Background: an optimization exercise with open tools, aiming at small area, a short achievable clock period and few clock cycles per item. Do not read the settings as production practice. RTL that was checked went through simulation tests only; none was proved equivalent to the original.

==> 03-21 <==
==> flow/design.v <==
package softreg_pkg;
	localparam int SR_ADDR_W = 32;
	localparam int SR_DATA_W = 32;
	localparam int SR_REQ_W = 1 + 1 + SR_ADDR_W + SR_DATA_W;
	localparam int NUM_APPS     = 4;
	localparam int REGS_PER_APP = 4;
	localparam int APP_SEL_LSB  = 4;
	localparam int APP_SEL_W    = $clog2(NUM_APPS);
	localparam int REG_IDX_LSB  = 2;
	localparam int REG_IDX_W    = $clog2(REGS_PER_APP);
	localparam int REQ_PIPE_STAGES  = 2;
	localparam int RESP_PIPE_STAGES = 2;
	localparam logic [1:0] AXI_RESP_OKAY = 2'b00;
	typedef enum logic {
		SR_OP_WRITE,
		SR_OP_READ
	} sr_op_t;
	typedef enum logic [2:0] {
		ST_IDLE,
		ST_ISSUE_WR,
		ST_WR_RESP,
		ST_ISSUE_RD,
		ST_WAIT_RD,
		ST_RD_RESP
	} bridge_state_t;
	typedef struct packed {
		logic                 valid;
		logic [SR_DATA_W-1:0] data;
	} sr_resp_t;
endpackage
`timescale 1ns/1ns
module stage_pipe #(
	parameter int WIDTH  = 1,
	parameter int STAGES = 2
) (
	input  logic             global_clk,
	input  logic             global_rst_n,
	input  logic [WIDTH-1:0] in_bus,
	output logic [WIDTH-1:0] out_bus
);
	logic [WIDTH-1:0] stage_q [STAGES];
	always_ff @(posedge global_clk) begin
		if (global_rst_n) begin
			for (int i = 0; i < STAGES; i++) begin
				stage_q[i] <= '0;
			end
		end else begin
			stage_q[0] <= in_bus;
			for (int i = 1; i < STAGES; i++) begin
				stage_q[i] <= stage_q[i-1];
			end
		end
	end
	assign out_bus = stage_q[STAGES-1];
endmodule
`timescale 1ns/1ns
import softreg_pkg::*;
module scratch_app #(
	parameter int APP_ID = 0
) (
	input  logic                                global_clk,
	input  logic                                global_rst_n,
	input  logic                                req_valid,
	input  softreg_pkg::sr_op_t                 req_op,
	input  logic [softreg_pkg::SR_ADDR_W-1:0]   req_addr,
	input  logic [softreg_pkg::SR_DATA_W-1:0]   req_data,
	output softreg_pkg::sr_resp_t               resp
);
	logic [SR_DATA_W-1:0] regs_q [REGS_PER_APP];
	logic [APP_SEL_W-1:0] app_sel;
	logic [REG_IDX_W-1:0] reg_idx;
	logic                 hit;
	assign app_sel = req_addr[APP_SEL_LSB +: APP_SEL_W];
	assign reg_idx = req_addr[REG_IDX_LSB +: REG_IDX_W];
	assign hit     = req_valid && (app_sel == APP_SEL_W'(APP_ID));
	always_ff @(posedge global_clk) begin
		if (global_rst_n) begin
			for (int i = 0; i < REGS_PER_APP; i++) begin
				regs_q[i] <= '0;
			end
			resp <= '0;
		end else begin
			if (hit && req_op == SR_OP_WRITE) begin
				regs_q[reg_idx] <= req_data;
			end
			if (hit && req_op == SR_OP_READ) begin
				resp.valid <= 1'b1;
				resp.data  <= regs_q[reg_idx];
			end else begin
				resp <= '0;
			end
		end
	end
endmodule
`timescale 1ns/1ns
module sr_aoi222 (
	input  logic a1,
	input  logic a2,
	input  logic b1,
	input  logic b2,
	input  logic c1,
	input  logic c2,
	output logic y
);
	assign y = !((a1 && a2) || (b1 && b2) || (c1 && c2));
endmodule
module sr_nand2 (
	input  logic a,
	input  logic b,
	output logic y
);
	assign y = !(a && b);
endmodule
module sr_nand3 (
	input  logic a,
	input  logic b,
	input  logic c,
	output logic y
);
	assign y = !(a && b && c);
endmodule
module sr_or2 (
	input  logic a,
	input  logic b,
	output logic y
);
	assign y = a || b;
endmodule
module resp_or_tree (
	input  logic [15:0] d,
	input  logic [15:0] sel,
	output logic        y
);
	logic [5:0] term_n;
	logic [1:0] half;
	for (genvar i = 0; i < 5; i++) begin : g_tri
		sr_aoi222 u_aoi (
			.a1 (d[3*i]),
			.a2 (sel[3*i]),
			.b1 (d[3*i+1]),
			.b2 (sel[3*i+1]),
			.c1 (d[3*i+2]),
			.c2 (sel[3*i+2]),
			.y  (term_n[i])
		);
	end
	sr_nand2 u_last (
		.a (d[15]),
		.b (sel[15]),
		.y (term_n[5])
	);
	for (genvar i = 0; i < 2; i++) begin : g_half
		sr_nand3 u_nand (
			.a (term_n[3*i]),
			.b (term_n[3*i+1]),
			.c (term_n[3*i+2]),
			.y (half[i])
		);
	end
	sr_or2 u_or (
		.a (half[0]),
		.b (half[1]),
		.y (y)
	);
endmodule
`timescale 1ns/1ns
import softreg_pkg::*;
module axil_softreg_bridge (
	input  logic                              global_clk,
	input  logic                              global_rst_n,
	input  logic                              awvalid,
	input  logic [softreg_pkg::SR_ADDR_W-1:0] awaddr,
	output logic                              awready,
	input  logic                              wvalid,
	input  logic [softreg_pkg::SR_DATA_W-1:0] wdata,
	output logic                              wready,
	output logic                              bvalid,
	output logic [1:0]                        bresp,
	input  logic                              bready,
	input  logic                              arvalid,
	input  logic [softreg_pkg::SR_ADDR_W-1:0] araddr,
	output logic                              arready,
	output logic                              rvalid,
	output logic [softreg_pkg::SR_DATA_W-1:0] rdata,
	output logic [1:0]                        rresp,
	input  logic                              rready,
	output logic                              req_valid,
	output softreg_pkg::sr_op_t               req_op,
	output logic [softreg_pkg::SR_ADDR_W-1:0] req_addr,
	output logic [softreg_pkg::SR_DATA_W-1:0] req_data,
	input  softreg_pkg::sr_resp_t             resp
);
	softreg_pkg::bridge_state_t        state;
	softreg_pkg::bridge_state_t        state_nxt;
	logic                 wr_pending;
	logic                 wr_accept;
	logic                 rd_accept;
	logic [SR_ADDR_W-1:0] addr_q;
	logic [SR_DATA_W-1:0] data_q;
	logic [SR_DATA_W-1:0] rdata_q;
	assign wr_pending = awvalid && wvalid;
	assign awready = (state == ST_IDLE);
	assign wready  = (state == ST_IDLE);
	assign arready = (state == ST_IDLE) && !wr_pending;
	assign wr_accept = awready && wr_pending;
	assign rd_accept = arready && arvalid;
	assign bvalid = (state == ST_WR_RESP);
	assign bresp  = AXI_RESP_OKAY;
	assign rvalid = (state == ST_RD_RESP);
	assign rresp  = AXI_RESP_OKAY;
	assign rdata  = rdata_q;
	assign req_valid = (state == ST_ISSUE_WR) || (state == ST_ISSUE_RD);
	assign req_op    = (state == ST_ISSUE_RD) ? SR_OP_READ : SR_OP_WRITE;
	assign req_addr  = addr_q;
	assign req_data  = data_q;
	always_comb begin
		state_nxt = state;
		case (state)
			ST_IDLE: begin
				if (wr_accept) begin
					state_nxt = ST_ISSUE_WR;
				end else if (rd_accept) begin
					state_nxt = ST_ISSUE_RD;
				end
			end
			ST_ISSUE_WR: state_nxt = ST_WR_RESP;
			ST_WR_RESP: begin
				if (bready) begin
					state_nxt = ST_IDLE;
				end
			end
			ST_ISSUE_RD: state_nxt = ST_WAIT_RD;
			ST_WAIT_RD: begin
				if (resp.valid) begin
					state_nxt = ST_RD_RESP;
				end
			end
			ST_RD_RESP: begin
				if (rready) begin
					state_nxt = ST_IDLE;
				end
			end
			default: state_nxt = ST_IDLE;
		endcase
	end
	always_ff @(posedge global_clk) begin
		if (global_rst_n) begin
			state   <= ST_IDLE;
			rdata_q <= '0;
		end else begin
			state <= state_nxt;
			if (state == ST_WAIT_RD && resp.valid) begin
				rdata_q <= resp.data;
			end
		end
	end
	always_ff @(posedge global_clk) begin
		if (wr_accept) begin
			addr_q <= awaddr;
			data_q <= wdata;
		end else if (rd_accept) begin
			addr_q <= araddr;
		end
	end
endmodule
`timescale 1ns/1ns
import softreg_pkg::*;
module app_shell_top (
	input  logic                                global_clk,
	input  logic                                global_rst_n,
	input  logic                                awvalid,
	input  logic [softreg_pkg::SR_ADDR_W-1:0]   awaddr,
	output logic                                awready,
	input  logic                                wvalid,
	input  logic [softreg_pkg::SR_DATA_W-1:0]   wdata,
	input  logic [softreg_pkg::SR_DATA_W/8-1:0] wstrb,
	output logic                                wready,
	output logic                                bvalid,
	output logic [1:0]                          bresp,
	input  logic                                bready,
	input  logic                                arvalid,
	input  logic [softreg_pkg::SR_ADDR_W-1:0]   araddr,
	output logic                                arready,
	output logic                                rvalid,
	output logic [softreg_pkg::SR_DATA_W-1:0]   rdata,
	output logic [1:0]                          rresp,
	input  logic                                rready
);
	localparam int NREGS = NUM_APPS * REGS_PER_APP;
	localparam int IDX_W = APP_SEL_W + REG_IDX_W;
	logic                 rst;
	logic                 ready_q;
	logic                 wr_acc;
	logic                 rd_acc;
	logic [IDX_W-1:0]     wr_idx;
	logic [SR_DATA_W-1:0] regs_q [NREGS];
	logic [SR_DATA_W-1:0] wr_data;
	logic [NREGS-1:0]     wr_en;
	logic                 b1_q;
	logic                 b2_q;
	logic                 b1_nxt;
	logic                 b2_nxt;
	logic                 rvalid_q;
	logic [SR_DATA_W-1:0] rdata_q;
	logic                 sk_v_q;
	logic [IDX_W-1:0]     sk_idx_q;
	logic                 sk_v_nxt;
	logic                 r_free;
	logic                 r_load;
	logic [IDX_W-1:0]     ar_idx;
	logic [NREGS-1:0]     rd_sel;
	logic [SR_DATA_W-1:0] rd_mux;
	assign rst = global_rst_n;
	assign awready = ready_q;
	assign wready  = ready_q;
	assign arready = ready_q;
	assign bvalid  = b1_q;
	assign bresp   = AXI_RESP_OKAY;
	assign rvalid  = rvalid_q;
	assign rdata   = rdata_q;
	assign rresp   = AXI_RESP_OKAY;
	assign wr_acc = ready_q && awvalid && wvalid;
	assign rd_acc = ready_q && arvalid;
	assign wr_idx = awaddr[REG_IDX_LSB +: IDX_W];
	assign wr_data = rst ? '0 : wdata;
	always_comb begin
		for (int i = 0; i < NREGS; i++) begin
			wr_en[i] = rst || (wr_acc && wr_idx == IDX_W'(i));
		end
	end
	always_ff @(posedge global_clk) begin
		for (int i = 0; i < NREGS; i++) begin
			if (wr_en[i]) begin
				regs_q[i] <= wr_data;
			end
		end
	end
	assign b1_nxt = wr_acc || b2_q || (b1_q && !bready);
	assign b2_nxt = (b2_q || (b1_q && wr_acc)) && !bready;
	assign r_free   = !rvalid_q || rready;
	assign ar_idx   = araddr[REG_IDX_LSB +: IDX_W];
	assign r_load   = (sk_v_q || rd_acc) && r_free;
	assign sk_v_nxt = (sk_v_q || rd_acc) && !r_free;
	always_comb begin
		for (int i = 0; i < NREGS; i++) begin
			rd_sel[i] = (sk_v_q && sk_idx_q == IDX_W'(i))
				|| (ready_q && ar_idx == IDX_W'(i));
		end
	end
	for (genvar b = 0; b < SR_DATA_W; b++) begin : g_rd_bit
		logic [NREGS-1:0] col;
		for (genvar i = 0; i < NREGS; i++) begin : g_col
			assign col[i] = regs_q[i][b];
		end
		resp_or_tree u_merge (
			.d   (col),
			.sel (rd_sel),
			.y   (rd_mux[b])
		);
	end
	always_ff @(posedge global_clk) begin
		if (r_free) begin
			rdata_q <= rd_mux;
		end
		if (!sk_v_q) begin
			sk_idx_q <= ar_idx;
		end
	end
	always_ff @(posedge global_clk) begin
		if (rst) begin
			ready_q  <= 1'b1;
			b1_q     <= 1'b0;
			b2_q     <= 1'b0;
			rvalid_q <= 1'b0;
			sk_v_q   <= 1'b0;
		end else begin
			ready_q  <= !sk_v_nxt && !b2_nxt;
			b1_q     <= b1_nxt;
			b2_q     <= b2_nxt;
			rvalid_q <= r_load || (rvalid_q && !rready);
			sk_v_q   <= sk_v_nxt;
		end
	end
endmodule
==> flow/run.sh <==
#!/bin/bash
# synth_recipe.tcl (not shown) runs the flow's synth.tcl, then flattens the netlist and writes it again
# the make line also repeats each setting of config.mk as NAME=value (left out here)
make -C /OpenROAD-flow-scripts/flow DESIGN_CONFIG=/design/flow/config.mk WORK_HOME=/design/flow/orfs CLKGATE_MAP_FILE= SYNTH_SCRIPT=/design/flow/synth_recipe.tcl finish
==> flow/config.mk <==
export PLATFORM = sky130hd
export DESIGN_NAME = app_shell_top
export DESIGN_NICKNAME = app_shell_top
export VERILOG_FILES = /design/flow/design.v
export SDC_FILE = /design/flow/constraint.sdc
export NUM_CORES = 4
export LEC_CHECK = 0
export CAP_MARGIN = 20
export CORE_MARGIN = 2
export CORE_UTILIZATION = 40
export CTS_BUF_LIST = sky130_fd_sc_hd__clkbuf_16
export CTS_CLUSTER_DIAMETER = 60
export CTS_CLUSTER_SIZE = 24
export SETUP_SLACK_MARGIN = 1.7
export SLEW_MARGIN = 20
export SYNTH_HIERARCHICAL = 1
==> flow/constraint.sdc <==
create_clock -name core_clock -period 4.0 [get_ports {global_clk}]
set_input_delay 0.8000 -clock core_clock [delete_from_list [all_inputs] [get_ports {global_clk}]]
set_output_delay 0.8000 -clock core_clock [all_outputs]
set_load 0.01 [all_outputs]
==> 04-14: changes against 03-21 <==
--- a/flow/design.v
+++ b/flow/design.v
@@ -94,73 +94,32 @@
 endmodule
 `timescale 1ns/1ns
-module sr_aoi222 (
-	input  logic a1,
-	input  logic a2,
-	input  logic b1,
-	input  logic b2,
-	input  logic c1,
-	input  logic c2,
-	output logic y
-);
-	assign y = !((a1 && a2) || (b1 && b2) || (c1 && c2));
-endmodule
-module sr_nand2 (
-	input  logic a,
-	input  logic b,
-	output logic y
-);
-	assign y = !(a && b);
-endmodule
-module sr_nand3 (
-	input  logic a,
-	input  logic b,
-	input  logic c,
-	output logic y
-);
-	assign y = !(a && b && c);
-endmodule
-module sr_or2 (
-	input  logic a,
-	input  logic b,
-	output logic y
-);
-	assign y = a || b;
-endmodule
+import softreg_pkg::*;
 module resp_or_tree (
-	input  logic [15:0] d,
-	input  logic [15:0] sel,
-	output logic        y
+	input  logic                                          global_clk,
+	input  logic                                          global_rst_n,
+	input  logic [softreg_pkg::NUM_APPS-1:0][softreg_pkg::SR_DATA_W:0] app_resp,
+	output softreg_pkg::sr_resp_t                         merged
 );
-	logic [5:0] term_n;
-	logic [1:0] half;
-	for (genvar i = 0; i < 5; i++) begin : g_tri
-		sr_aoi222 u_aoi (
-			.a1 (d[3*i]),
-			.a2 (sel[3*i]),
-			.b1 (d[3*i+1]),
-			.b2 (sel[3*i+1]),
-			.c1 (d[3*i+2]),
-			.c2 (sel[3*i+2]),
-			.y  (term_n[i])
-		);
-	end
-	sr_nand2 u_last (
-		.a (d[15]),
-		.b (sel[15]),
-		.y (term_n[5])
-	);
-	for (genvar i = 0; i < 2; i++) begin : g_half
-		sr_nand3 u_nand (
-			.a (term_n[3*i]),
-			.b (term_n[3*i+1]),
-			.c (term_n[3*i+2]),
-			.y (half[i])
-		);
+	logic [NUM_APPS-1:0][SR_DATA_W:0]   cap_q;
+	logic [NUM_APPS/2-1:0][SR_DATA_W:0] pair_q;
+	always_ff @(posedge global_clk) begin
+		if (global_rst_n) begin
+			for (int i = 0; i < NUM_APPS; i++) begin
+				cap_q[i] <= '0;
+			end
+			for (int i = 0; i < NUM_APPS/2; i++) begin
+				pair_q[i] <= '0;
+			end
+			merged <= '0;
+		end else begin
+			for (int i = 0; i < NUM_APPS; i++) begin
+				cap_q[i] <= app_resp[i];
+			end
+			for (int i = 0; i < NUM_APPS/2; i++) begin
+				pair_q[i] <= cap_q[2*i] | cap_q[2*i+1];
+			end
+			merged <= pair_q[0] | pair_q[1];
+		end
 	end
-	sr_or2 u_or (
-		.a (half[0]),
-		.b (half[1]),
-		.y (y)
-	);
 endmodule
 `timescale 1ns/1ns
@@ -304,5 +263,5 @@
 	logic [SR_DATA_W-1:0] rdata_q;
 	logic                 sk_v_q;
-	logic [IDX_W-1:0]     sk_idx_q;
+	logic [NREGS-1:0]     sk_sel_q;
 	logic                 sk_v_nxt;
 	logic                 r_free;
@@ -343,27 +302,14 @@
 	assign sk_v_nxt = (sk_v_q || rd_acc) && !r_free;
 	always_comb begin
+		rd_mux = '0;
 		for (int i = 0; i < NREGS; i++) begin
-			rd_sel[i] = (sk_v_q && sk_idx_q == IDX_W'(i))
-				|| (ready_q && ar_idx == IDX_W'(i));
+			rd_sel[i] = sk_sel_q[i] || (ready_q && ar_idx == IDX_W'(i));
+			rd_mux    = rd_mux | (regs_q[i] & {SR_DATA_W{rd_sel[i]}});
 		end
 	end
-	for (genvar b = 0; b < SR_DATA_W; b++) begin : g_rd_bit
-		logic [NREGS-1:0] col;
-		for (genvar i = 0; i < NREGS; i++) begin : g_col
-			assign col[i] = regs_q[i][b];
-		end
-		resp_or_tree u_merge (
-			.d   (col),
-			.sel (rd_sel),
-			.y   (rd_mux[b])
-		);
-	end
 	always_ff @(posedge global_clk) begin
 		if (r_free) begin
 			rdata_q <= rd_mux;
 		end
-		if (!sk_v_q) begin
-			sk_idx_q <= ar_idx;
-		end
 	end
 	always_ff @(posedge global_clk) begin
@@ -374,4 +320,5 @@
 			rvalid_q <= 1'b0;
 			sk_v_q   <= 1'b0;
+			sk_sel_q <= '0;
 		end else begin
 			ready_q  <= !sk_v_nxt && !b2_nxt;
@@ -380,4 +327,5 @@
 			rvalid_q <= r_load || (rvalid_q && !rready);
 			sk_v_q   <= sk_v_nxt;
+			sk_sel_q <= sk_v_nxt ? rd_sel : '0;
 		end
 	end
Settings changed: ABC_AREA set to 1, CTS_BUF_LIST sky130_fd_sc_hd__clkbuf_16 to sky130_fd_sc_hd__clkbuf_8, CTS_CLUSTER_DIAMETER 60 to 40, CTS_CLUSTER_SIZE 24 to 20, SETUP_SLACK_MARGIN 1.7 to 1.9, SYNTH_HIERARCHICAL 1 to unset.
==> flow_summary.ini <==
[hold_path]
whs_path_depth = 1

[pwr]
seq_power_share = 0.616
p_comb_frac = 0.077

[yosys]
ys_seq_area_frac = 0.846

[global_route]
use_met3 = 0.0282

[route]
top_layer = met4

[status]
status = complete, no violations

[critical_path]
crit_start = awaddr[3]
r2r-end = rdata_q[25]

[timing]
tightest_slew_ns = 1.14

[finish]
nFlopsAndLatches = 553
That was 03-21.
==> flow_summary.ini <==
[pwr]
p_comb_frac = 0.063

[hold_path]
whs_path_depth = 2

[global_route]
use_met3 = 0.0275

[finish]
nFlopsAndLatches = 565

[status]
status = complete, no violations

[yosys]
ys_seq_area_frac = 0.736

[timing]
tightest_slew_ns = 1.06

[route]
top_layer = met5

[critical_path]
r2r-end = rdata_q[17]
That was 04-14.
Testbench counts of 03-21, summed over its fixed seeds: cycles 4,808, txns 4,800.
No functional check of the RTL was part of 04-14.

[static timing again, ports no longer ideal]
In the flow no input, the clock included, has a driving cell. The finished layouts below were timed again as built, in two steps. Step 1, drivers: a clkbuf_16 drives global_clk and a buf_2 each remaining input, both assumed. Step 2 adds t to the input delays and takes it off the output delays; t is the mean of the earliest and latest rising clock arrival at the registers after step 1. Input paths then give back, and output paths get back, about the clock's delay inside the block. Slacks: ideal / step 1 / step 2; pairs: ideal / step 1.
| run | t, ns | slack for setup (ns) | worst setup path at the end |
|---|---|---|---|
| 03-21 | 0.659 | 1.657 / 1.686 / 1.029 | input to register |
| 04-14 | 0.706 | 1.924 / 1.869 / 1.263 | input to register |
After both steps every run listed still meets setup and hold. The setup slack of 04-14, which loses most, moves by -0.055 ns with the drivers and by -0.661 ns with both steps.
